This is an optimization exercise on Yosys and OpenROAD, whose aim is small area, a short achievable clock period and few clock cycles, not a production implementation. Where RTL was checked, it was by simulation tests only, not by an equivalence proof against the original. Power figures rest on the tool's default switching activity, not on a simulated workload. No driver is modelled on the clock port, so clocking that relies on it looks cheaper here than on a real chip.

==> flow/design.v <==
`default_nettype none
package lbp_pkg;
    localparam int C_UP_BITS = 3;
    localparam int C_QDEPTH = 4;
endpackage
`default_nettype wire
`default_nettype none
module lbp_line_buffer #(
    parameter int DEPTH = 130,
    parameter int DW    = 8,
    parameter int UB    = 3
) (
    input  logic                  clk,
    input  logic                  load,
    input  logic [DW-1:0]         din,
    input  logic                  upd,
    input  logic [UB-1:0]         ub_in,
    output logic [DEPTH*DW-1:0]   pix,
    output logic [DEPTH*UB-1:0]   ub
);
    logic [DEPTH*DW-1:0] r_pix;
    logic [DEPTH*UB-1:0] r_ub;
    always_ff @(posedge clk) begin
        r_pix <= {r_pix[(DEPTH-1)*DW-1:0], (load ? din : r_pix[(DEPTH-1)*DW +: DW])};
        r_ub  <= {r_ub[(DEPTH-1)*UB-1:UB],
                  (upd ? ub_in : r_ub[0 +: UB]),
                  r_ub[(DEPTH-1)*UB +: UB]};
    end
    assign pix = r_pix;
    assign ub  = r_ub;
endmodule
`default_nettype wire
`default_nettype none
module lbp_stream #(
    parameter int IMG_W = 128,
    parameter int IMG_H = 128,
    parameter int DW    = 8,
    parameter int AW    = $clog2(IMG_W*IMG_H)
) (
    input  logic          clk,
    input  logic          reset,
    input  logic          gray_ready,
    input  logic [DW-1:0] thr,
    output logic          gray_req,
    output logic [AW-1:0] gray_addr,
    input  logic [DW-1:0] gray_data,
    output logic          lbp_valid,
    input  logic          lbp_ready,
    output logic [AW-1:0] lbp_addr,
    output logic [7:0]    lbp_data,
    output logic          finish
);
    localparam int CW    = $clog2(IMG_W);
    localparam int RW    = $clog2(IMG_H);
    localparam int RD    = IMG_W + 2;             
    localparam int PW    = $clog2(RD);
    localparam int UB    = lbp_pkg::C_UP_BITS;
    localparam int QD    = lbp_pkg::C_QDEPTH;
    logic             r_started;
    logic             r_req;
    logic [CW-1:0]    r_rcol;        
    logic [RW-1:0]    r_rrow;
    logic             r_rdone;       
    logic [PW-1:0]    r_ph;          
    logic             r_infl;        
    logic             r_req_code;    
    logic             r_infl_code;   
    logic [DW-1:0]    r_thr;
    logic [QD-1:0]    r_qn;          
    logic [QD-1:0]    r_cred;        
    logic             r_lbp_valid;
    logic [CW-1:0]    r_ocol;        
    logic [RW-1:0]    r_orow;
    logic             r_finish;
    logic [RD*DW-1:0]     w_pix;
    logic [RD*UB-1:0]     w_ub;
    logic [QD-1:0][7:0]   r_q;       
    logic [DW-1:0]        w_l [0:RD-1];
    logic [DW-1:0]        w_in;      
    logic [DW:0]          r_ref_c;   
    logic [DW:0]          r_ref_u;   
    logic [UB-1:0]        w_up_new;
    logic [7:0]           w_code;
    logic             w_push;
    logic             w_pop;
    logic             w_rlast;
    logic             w_rdone_nxt;
    logic             w_base;
    logic             w_cr;
    logic             w_ok_hold;
    logic             w_ok_pop;
    logic             w_req_nxt;
    logic [QD-1:0]    w_cred_hold;
    logic [QD-1:0]    w_cred_pop;
    logic [QD-1:0]    w_qn_hold;
    logic [QD-1:0]    w_qn_pop;
    for (genvar k = 0; k < RD; k++) begin : g_tap
        assign w_l[k] = w_pix[k*DW +: DW];
    end
    lbp_line_buffer #(
        .DEPTH (RD),
        .DW    (DW),
        .UB    (UB)
    ) u_ring (
        .clk   (clk),
        .load  (r_infl),
        .din   (gray_data),
        .upd   (r_infl),
        .ub_in (w_up_new),
        .pix   (w_pix),
        .ub    (w_ub)
    );
    assign w_in = r_infl ? gray_data : w_l[RD-1];
    always_ff @(posedge clk) begin
        r_ref_c <= {1'b0, w_l[IMG_W-1]} + {1'b0, r_thr};
        r_ref_u <= {1'b0, w_in} + {1'b0, r_thr};
    end
    assign w_up_new[0] = ({1'b0, w_l[IMG_W+1]} >= r_ref_u);
    assign w_up_new[1] = ({1'b0, w_l[IMG_W]}   >= r_ref_u);
    assign w_up_new[2] = ({1'b0, w_l[IMG_W-1]} >= r_ref_u);
    assign w_code[2:0] = w_ub[IMG_W*UB +: UB];
    assign w_code[3]   = ({1'b0, w_l[IMG_W+1]} >= r_ref_c);
    assign w_code[4]   = ({1'b0, w_l[IMG_W-1]} >= r_ref_c);
    assign w_code[5]   = ({1'b0, w_l[1]}       >= r_ref_c);
    assign w_code[6]   = ({1'b0, w_l[0]}       >= r_ref_c);
    assign w_code[7]   = ({1'b0, gray_data}    >= r_ref_c);
    assign w_push = r_infl_code;
    assign w_pop  = r_lbp_valid && lbp_ready;
    assign w_rlast     = (r_rrow == RW'(IMG_H-1)) && (r_rcol == CW'(IMG_W-1));
    assign w_rdone_nxt = r_rdone || (r_req && w_rlast);
    assign w_cr = r_req ? ((r_rrow >= RW'(2)) && (r_rcol >= CW'(1)) && (r_rcol <= CW'(IMG_W-2)))
                        : ((r_rrow >= RW'(2)) && (r_rcol >= CW'(2)));
    assign w_base      = r_started && !w_rdone_nxt && (r_ph == '0);
    assign w_ok_hold   = w_base && !r_cred[QD-1];
    assign w_ok_pop    = w_base;
    assign w_cred_hold = (w_ok_hold && w_cr) ? {r_cred[QD-2:0], 1'b1} : r_cred;
    assign w_cred_pop  = (w_ok_pop  && w_cr) ? r_cred : {1'b0, r_cred[QD-1:1]};
    assign w_req_nxt   = w_pop ? w_ok_pop : w_ok_hold;
    assign w_qn_hold   = w_push ? {r_qn[QD-2:0], 1'b1} : r_qn;
    assign w_qn_pop    = w_push ? r_qn : {1'b0, r_qn[QD-1:1]};
    always_ff @(posedge clk or posedge reset) begin
        if (reset) begin
            r_started   <= 1'b0;
            r_req       <= 1'b0;
            r_rdone     <= 1'b0;
            r_ph        <= '0;
            r_infl      <= 1'b0;
            r_req_code  <= 1'b0;
            r_infl_code <= 1'b0;
            r_cred      <= '0;
        end else begin
            if (gray_ready) r_started <= 1'b1;
            r_req   <= w_req_nxt;
            r_rdone <= w_rdone_nxt;
            if (w_req_nxt || !r_started || (r_ph == PW'(RD-1)))
                r_ph <= '0;
            else
                r_ph <= r_ph + PW'(1);
            r_infl      <= r_req;
            r_req_code  <= w_req_nxt && w_cr;
            r_infl_code <= r_req_code;
            r_cred      <= w_pop ? w_cred_pop : w_cred_hold;
        end
    end
    always_ff @(posedge clk) begin
        if (!r_started) begin
            r_rcol <= '0;
            r_rrow <= '0;
            r_ocol <= CW'(1);
            r_orow <= RW'(1);
        end else begin
            if (r_req) begin
                r_rcol <= r_rcol + CW'(1);
                if (r_rcol == CW'(IMG_W-1)) r_rrow <= r_rrow + RW'(1);
            end
            if (w_pop) begin
                if (r_ocol == CW'(IMG_W-2)) begin
                    r_ocol <= CW'(1);
                    r_orow <= r_orow + RW'(1);
                end else begin
                    r_ocol <= r_ocol + CW'(1);
                end
            end
        end
    end
    always_ff @(posedge clk) begin
        if (!r_started && gray_ready) r_thr <= thr;
    end
    logic [QD:0] w_qtop;
    assign w_qtop = {r_qn, 1'b1} & ~{1'b0, r_qn};
    always_ff @(posedge clk) begin
        for (int i = 0; i < QD; i++) begin
            if (w_pop) begin
                if (w_push && w_qtop[i+1])
                    r_q[i] <= w_code;
                else if (i < QD-1)
                    r_q[i] <= r_q[(i < QD-1) ? i+1 : i];
            end else if (w_push && w_qtop[i]) begin
                r_q[i] <= w_code;
            end
        end
    end
    always_ff @(posedge clk or posedge reset) begin
        if (reset) begin
            r_qn        <= '0;
            r_lbp_valid <= 1'b0;
            r_finish    <= 1'b0;
        end else begin
            r_qn        <= w_pop ? w_qn_pop : w_qn_hold;
            r_lbp_valid <= w_pop ? w_qn_pop[0] : w_qn_hold[0];
            if (w_pop && (r_orow == RW'(IMG_H-2)) && (r_ocol == CW'(IMG_W-2)))
                r_finish <= 1'b1;
        end
    end
    assign gray_req  = r_req;
    assign gray_addr = {r_rrow, r_rcol};
    assign lbp_valid = r_lbp_valid;
    assign lbp_addr  = {r_orow, r_ocol};
    assign lbp_data  = r_q[0];
    assign finish    = r_finish;
endmodule
`default_nettype wire
==> flow/config.mk <==
export PLATFORM = sky130hd
export DESIGN_NAME = lbp_stream
export DESIGN_NICKNAME = lbp_stream
export VERILOG_FILES = /design/flow/design.v
export SDC_FILE = /design/flow/constraint.sdc
export NUM_CORES = 4
export LEC_CHECK = 0
export CAP_MARGIN = 20
export CORE_MARGIN = 2
export CORE_UTILIZATION = 55
export CTS_CLUSTER_DIAMETER = 100
export CTS_CLUSTER_SIZE = 30
export PLACE_DENSITY = 0.7
export SETUP_SLACK_MARGIN = 3.4
export SLEW_MARGIN = 20
==> flow/constraint.sdc <==
create_clock -name core_clock -period 5.7 [get_ports {clk}]
set_input_delay 1.1400 -clock core_clock [delete_from_list [all_inputs] [get_ports {clk}]]
set_output_delay 1.1400 -clock core_clock [all_outputs]
set_load 0.01 [all_outputs]
standard.sh (not shown) runs the stock make flow with config.mk's settings and CLKGATE_MAP_FILE= SYNTH_SCRIPT=/design/flow/synth_recipe.tcl, a recipe that flattens the netlist after the stock synthesis.
==> flow/flow/run.sh <==
#!/bin/bash
# Layout flow: the standard ORFS flow (standard.sh, with its standard
# synthesis) run whole, with two changes passed as ORFS variables:
#  - the port buffers that placement inserts are buf_2 cells instead of the
#    default choice (a slow delay cell), one per input and output port;
#  - clock tree synthesis clusters up to 30 sinks per leaf buffer and does not
#    insert dummy loads.
# make's full output goes to make.log here; ORFS keeps each step's log under
# orfs/logs/.
set -euo pipefail
bash standard.sh \
  "BUFFER_PORTS_ARGS=-buffer_cell sky130_fd_sc_hd__buf_2" \
  "CTS_ARGS=-sink_clustering_enable -repair_clock_nets -dont_use_dummy_load -sink_clustering_size 30 -sink_clustering_max_diameter 100" \
  finish > make.log 2>&1
Testbench counts at the start, summed over its fixed seeds: cycles 262,224.
Change:
--- a/flow/design.v
+++ b/flow/design.v
@@ -2,5 +2,5 @@
 package lbp_pkg;
     localparam int C_UP_BITS = 3;
-    localparam int C_QDEPTH = 4;
+    localparam int C_QDEPTH = 5;
 endpackage
 `default_nettype wire
Routed wire length goes up by 2.0%; clock-buffer cell count goes up by 1; setup slack gets worse by 0.041 ns; sequential power is about the same; total power goes down by about 0.44%; synthesized cell count goes up by 3.5%.
For the second run of this note, only the layout was checked, not whether the RTL still works.

-- port drivers added, routing unchanged --
The results above use ideal ports. As a check the final layouts listed here were re-extracted and re-timed, cells and wires unchanged. Step 1 sets driving cells, clkbuf_16 on the clock port and buf_2 on the other inputs (assumed; they add their load-dependent delay and slew). Step 2, shift: input delay + t, output delay - t, t = (earliest + latest rising clock arrival at the registers) / 2. This alone moves slack from input paths to output paths. Three values: ideal ports, drivers, drivers and shift; two values: the first two.
run | shift t [ns] | slack for setup (ns) | hold slack, ns | worst setup path at the end | worst register clock-pin slew, ns
the first run | 0.678 | 3.376 / 3.320 / 2.853 | 0.273 / 0.273 / 0.273 | input to register | 0.11 / 0.11
the second run | 0.669 | 3.334 / 3.278 / 2.897 | 0.265 / 0.265 / 0.265 | input to register | 0.11 / 0.11
After both steps every run listed still meets setup and hold. For the first run, which loses most, drivers alone change the setup slack by -0.056 ns; drivers and shift together by -0.523 ns.
